From an optimization exercise on the open Yosys and OpenROAD flow, aimed at small area, a short achievable clock period and few clock cycles per item; shortcuts taken in it are not production practice. Power and IR drop assume default switching activity.

==> module mul_div_unit, before the edit <==
module mul_div_unit (
   input  logic        clk,
   input  logic        reset,
   input  logic        req_valid,
   input  logic        req_op,
   input  logic        req_in_1_signed,
   input  logic        req_in_2_signed,
   input  logic        req_out_sel,
   input  logic [31:0] req_in_1,
   input  logic [31:0] req_in_2,
   output logic        req_ready,
   output logic        resp_valid,
   output logic [31:0] resp_result
);
   localparam logic [1:0] PH_STEP = 2'd0;
   localparam logic [1:0] PH_F1   = 2'd1;
   localparam logic [1:0] PH_F2   = 2'd2;
   localparam logic [1:0] PH_F3   = 2'd3;
   logic        busy_q;
   logic [1:0]  ph_q;
   logic [4:0]  cnt_q;
   logic        op_q;       
   logic        sel_q;      
   logic        fa_q;       
   logic        bx_q;       
   logic        nr_q;       
   logic        lead_q;     
   logic        ys1_q, ys2_q, yneg_q, cin_q, xdiv_q;
   logic [33:0] acc_q;
   logic [31:0] lo_q;
   logic [31:0] b_q;
   logic        ys1_d, ys2_d, yneg_d, cin_d, xdiv_d;
   logic [33:0] acc_d;
   logic [31:0] lo_d;
   logic [31:0] b_d;
   logic [1:0]  ph_d;
   logic        done;
   logic        acc_force;
   logic [4:0]  cnt_d;
   logic        lead_d;
   logic        skip;
   function automatic logic [2:0] booth(input logic [2:0] w);
      booth[0] = w[1] ^ w[0];                        
      booth[1] = (w[2] ^ w[1]) & ~(w[1] ^ w[0]);     
      booth[2] = w[2] & ~(w[1] & w[0]);              
   endfunction
   logic [34:0] bext, ymag, y, x, s;
   logic [35:0] sum;
   logic        q;
   assign bext = {{3{bx_q}}, b_q};
   assign ymag = ({35{ys1_q}} & bext) | ({35{ys2_q}} & {bext[33:0], 1'b0});
   assign y    = ymag ^ {35{yneg_q}};
   assign x    = xdiv_q ? {acc_q[32], acc_q[32:0], lo_q[31]} : {acc_q[33], acc_q};
   assign sum  = {x, 1'b1} + {y, cin_q};
   assign s    = sum[35:1];
   assign q    = (s[34] == fa_q);
   logic       step, last, in_a_neg, in_b_neg;
   logic [2:0] bd_in, bd_lo;
   assign step     = (ph_q == PH_STEP);
   assign last     = step & (cnt_q == 5'd0);
   assign in_a_neg = req_in_1_signed & req_in_1[31];
   assign in_b_neg = req_in_1_signed & req_in_2[31];
   assign bd_in    = booth({req_in_1[1:0], 1'b0});
   assign bd_lo    = booth(lo_q[3:1]);
   logic zero_acc;
   assign zero_acc = (acc_q == 34'd0);
   assign skip = lead_q & (lo_q[31:28] == {4{fa_q}}) & (cnt_q[4:2] != 3'd0);
   always_comb begin
      ph_d      = ph_q;
      cnt_d     = cnt_q - 5'd1;
      lead_d    = 1'b0;
      done      = 1'b0;
      ys1_d     = 1'b0;
      ys2_d     = 1'b0;
      yneg_d    = 1'b0;
      cin_d     = 1'b0;
      xdiv_d    = 1'b0;
      acc_force = 1'b0;
      b_d       = b_q;
      acc_d     = s[33:0];
      lo_d      = s[31:0];
      case (ph_q)
         PH_STEP: begin
            if (!op_q) begin
               acc_d = {s[34], s[34:2]};
               lo_d  = {s[1:0], lo_q[31:2]};
               {yneg_d, ys2_d, ys1_d} = bd_lo;
               cin_d = bd_lo[2];
            end else if (skip) begin
               lo_d      = {lo_q[27:0], 4'd0};
               acc_force = 1'b1;
               cnt_d     = cnt_q - 5'd4;
               lead_d    = 1'b1;
               ys1_d     = 1'b1;
               yneg_d    = yneg_q;
               cin_d     = cin_q;
               xdiv_d    = 1'b1;
            end else begin
               lo_d   = {lo_q[30:0], q};
               ys1_d  = 1'b1;
               yneg_d = (s[34] == bx_q);
               cin_d  = (s[34] == bx_q);
               xdiv_d = 1'b1;
            end
            if (last) begin
               xdiv_d = 1'b0;
               ys2_d  = 1'b0;
               ph_d   = PH_F1;
               if (!op_q) begin
                  ys1_d  = fa_q;
                  yneg_d = 1'b0;
                  cin_d  = 1'b0;
                  done   = ~sel_q;
               end else begin
                  ys1_d  = s[34];
                  yneg_d = s[34] & bx_q;
                  cin_d  = s[34] & bx_q;
                  done   = ~sel_q & ~fa_q & ~nr_q;
               end
            end
         end
         PH_F1: begin
            if (!op_q) begin
               done = 1'b1;
            end else if (sel_q) begin
               done = ~fa_q;
               ph_d = PH_F2;
            end else begin
               b_d = lo_q;
               if (fa_q) begin
                  ph_d = PH_F2;
               end else begin
                  ph_d      = PH_F3;
                  acc_force = 1'b1;
                  ys1_d     = 1'b1;
                  yneg_d    = nr_q;
                  cin_d     = nr_q;
               end
            end
         end
         PH_F2: begin
            ph_d = PH_F3;
            if (sel_q) begin
               ys1_d  = ~zero_acc;
               yneg_d = ~zero_acc & ~bx_q;
               cin_d  = ~zero_acc & ~bx_q;
            end else begin
               acc_force = 1'b1;
               ys1_d     = 1'b1;
               yneg_d    = nr_q;
               cin_d     = nr_q ^ zero_acc;
            end
         end
         default: begin
            done = 1'b1;
         end
      endcase
   end
   always_ff @(posedge clk) begin
      if (reset) begin
         busy_q     <= 1'b0;
         resp_valid <= 1'b0;
      end else if (!busy_q) begin
         busy_q     <= req_valid;
         resp_valid <= 1'b0;
      end else begin
         busy_q     <= ~done;
         resp_valid <= done;
      end
   end
   always_ff @(posedge clk) begin
      if (!busy_q) begin
         ph_q   <= PH_STEP;
         cnt_q  <= req_op ? 5'd31 : 5'd15;
         op_q   <= req_op;
         sel_q  <= req_out_sel;
         fa_q   <= req_op ? in_a_neg : (~req_in_1_signed & req_in_1[31]);
         bx_q   <= (req_op ? req_in_1_signed : req_in_2_signed) & req_in_2[31];
         nr_q   <= (in_a_neg ^ in_b_neg) & (req_in_2 != 32'd0);
         xdiv_q <= req_op;
         lead_q <= req_op & (req_in_2 != 32'd0);
         if (req_op) begin
            ys1_q  <= 1'b1;
            ys2_q  <= 1'b0;
            yneg_q <= ~(in_a_neg ^ in_b_neg);
            cin_q  <= ~(in_a_neg ^ in_b_neg);
         end else begin
            {yneg_q, ys2_q, ys1_q} <= bd_in;
            cin_q  <= bd_in[2];
         end
         acc_q  <= {34{req_op & in_a_neg}};
         lo_q   <= req_in_1;
         b_q    <= req_in_2;
      end else begin
         ph_q   <= ph_d;
         cnt_q  <= cnt_d;
         lead_q <= lead_d;
         xdiv_q <= xdiv_d;
         ys1_q  <= ys1_d;
         ys2_q  <= ys2_d;
         yneg_q <= yneg_d;
         cin_q  <= cin_d;
         acc_q  <= acc_force ? {34{fa_q & step}} : acc_d;
         lo_q   <= lo_d;
         b_q    <= b_d;
      end
   end
   assign req_ready   = ~busy_q;
   assign resp_result = lo_q;
endmodule
make LEC_CHECK=0 ABC_AREA=1 CAP_MARGIN=20 CORE_MARGIN=2 CORE_UTILIZATION=40 CTS_BUF_LIST=sky130_fd_sc_hd__clkbuf_8 SETUP_SLACK_MARGIN=3.0 SLEW_MARGIN=20 finish   # period 6.5 ns
run.sh (not shown) runs the stock make flow with config.mk's settings and CLKGATE_MAP_FILE= SYNTH_SCRIPT=/design/flow/synth_recipe.tcl, a recipe that flattens the netlist after the stock synthesis.
==> next run, changes <==
--- a/flow/design.v
+++ b/flow/design.v
@@ -27,9 +27,9 @@
    logic        nr_q;       
    logic        lead_q;     
-   logic        ys1_q, ys2_q, yneg_q, cin_q, xdiv_q;
+   logic        ys1_q, ys2_q, yneg_q, cin_q;
    logic [33:0] acc_q;
    logic [31:0] lo_q;
    logic [31:0] b_q;
-   logic        ys1_d, ys2_d, yneg_d, cin_d, xdiv_d;
+   logic        ys1_d, ys2_d, yneg_d, cin_d;
    logic [33:0] acc_d;
    logic [31:0] lo_d;
@@ -52,5 +52,5 @@
    assign ymag = ({35{ys1_q}} & bext) | ({35{ys2_q}} & {bext[33:0], 1'b0});
    assign y    = ymag ^ {35{yneg_q}};
-   assign x    = xdiv_q ? {acc_q[32], acc_q[32:0], lo_q[31]} : {acc_q[33], acc_q};
+   assign x    = {acc_q[33], acc_q};
    assign sum  = {x, 1'b1} + {y, cin_q};
    assign s    = sum[35:1];
@@ -66,5 +66,13 @@
    logic zero_acc;
    assign zero_acc = (acc_q == 34'd0);
-   assign skip = lead_q & (lo_q[31:28] == {4{fa_q}}) & (cnt_q[4:2] != 3'd0);
+   logic [31:0] dlen;       
+   logic [33:0] vmag;
+   always_comb begin
+      dlen[31] = b_q[31] ^ bx_q;
+      for (int j = 30; j >= 0; j--) dlen[j] = dlen[j+1] | (b_q[j] ^ bx_q);
+   end
+   assign vmag = acc_q ^ {34{fa_q}};
+   assign skip = lead_q & (cnt_q[4:2] != 3'd0) & dlen[3] & (vmag[33:28] == 6'd0) &
+                 ((vmag[27:0] & ~dlen[31:4]) == 28'd0);
    always_comb begin
       ph_d      = ph_q;
@@ -76,5 +84,4 @@
       yneg_d    = 1'b0;
       cin_d     = 1'b0;
-      xdiv_d    = 1'b0;
       acc_force = 1'b0;
       b_d       = b_q;
@@ -89,21 +96,19 @@
                cin_d = bd_lo[2];
             end else if (skip) begin
+               acc_d     = {acc_q[29:0], lo_q[30:27]};
                lo_d      = {lo_q[27:0], 4'd0};
-               acc_force = 1'b1;
                cnt_d     = cnt_q - 5'd4;
                lead_d    = 1'b1;
                ys1_d     = 1'b1;
-               yneg_d    = yneg_q;
-               cin_d     = cin_q;
-               xdiv_d    = 1'b1;
+               yneg_d    = (fa_q == bx_q);
+               cin_d     = (fa_q == bx_q);
             end else begin
+               acc_d  = {s[32:0], lo_q[30]};
                lo_d   = {lo_q[30:0], q};
                ys1_d  = 1'b1;
                yneg_d = (s[34] == bx_q);
                cin_d  = (s[34] == bx_q);
-               xdiv_d = 1'b1;
             end
             if (last) begin
-               xdiv_d = 1'b0;
                ys2_d  = 1'b0;
                ph_d   = PH_F1;
@@ -114,4 +119,5 @@
                   done   = ~sel_q;
                end else begin
+                  acc_d  = s[33:0];
                   ys1_d  = s[34];
                   yneg_d = s[34] & bx_q;
@@ -179,5 +185,4 @@
          bx_q   <= (req_op ? req_in_1_signed : req_in_2_signed) & req_in_2[31];
          nr_q   <= (in_a_neg ^ in_b_neg) & (req_in_2 != 32'd0);
-         xdiv_q <= req_op;
          lead_q <= req_op & (req_in_2 != 32'd0);
          if (req_op) begin
@@ -190,5 +195,5 @@
             cin_q  <= bd_in[2];
          end
-         acc_q  <= {34{req_op & in_a_neg}};
+         acc_q  <= {{33{req_op & in_a_neg}}, req_op & req_in_1[31]};
          lo_q   <= req_in_1;
          b_q    <= req_in_2;
@@ -197,10 +202,9 @@
          cnt_q  <= cnt_d;
          lead_q <= lead_d;
-         xdiv_q <= xdiv_d;
          ys1_q  <= ys1_d;
          ys2_q  <= ys2_d;
          yneg_q <= yneg_d;
          cin_q  <= cin_d;
-         acc_q  <= acc_force ? {34{fa_q & step}} : acc_d;
+         acc_q  <= acc_force ? 34'd0 : acc_d;
          lo_q   <= lo_d;
          b_q    <= b_d;
=>
- The changed run completed without violations
- worst setup slack degrades by 0.23 ns
- power rises by 20%
- cell area rises by 12%
- sequential share of layout area falls by 2.9 points
- synthesized area rises by 6.6%
- global-route usage rises by 1.2 points
- clock power falls by about 1%
- first-iteration DRC count rises by 46%
- fmax falls by 6.6%
- worst hold slack improves by 0.021 ns
- synthesized cell count rises by 3.8%
- wire length rises by 14%
- clock skew falls by 0.012 ns
- critical path depth rises by 2
No functional check of the RTL was part of any run of this note.

## re-timing with driven ports
No port has a modelled driver above. Below, the same layouts with a new extraction and two added sets of constraints. Step 1 (the two cells are an assumption about what drives the block):
set clk [get_ports {clk}]
set_driving_cell -lib_cell sky130_fd_sc_hd__clkbuf_16 $clk
set_driving_cell -lib_cell sky130_fd_sc_hd__buf_2 [delete_from_list [all_inputs] $clk]
Step 2, shift: input delay + t, output delay - t, t = (earliest + latest rising clock arrival at the registers) / 2. This alone moves slack from input paths to output paths. a / b / c = ideal ports / drivers / drivers and shift; a / b = the first two.
run | t, ns | slack for setup (ns) | latest minus earliest clock arrival (ns)
the first run | 0.507 | 3.210 / 3.210 / 3.210 | 0.027 / 0.026
the second run | 0.496 | 2.977 / 2.977 / 2.977 | 0.014 / 0.014
After both steps setup and hold are still met in every run listed.
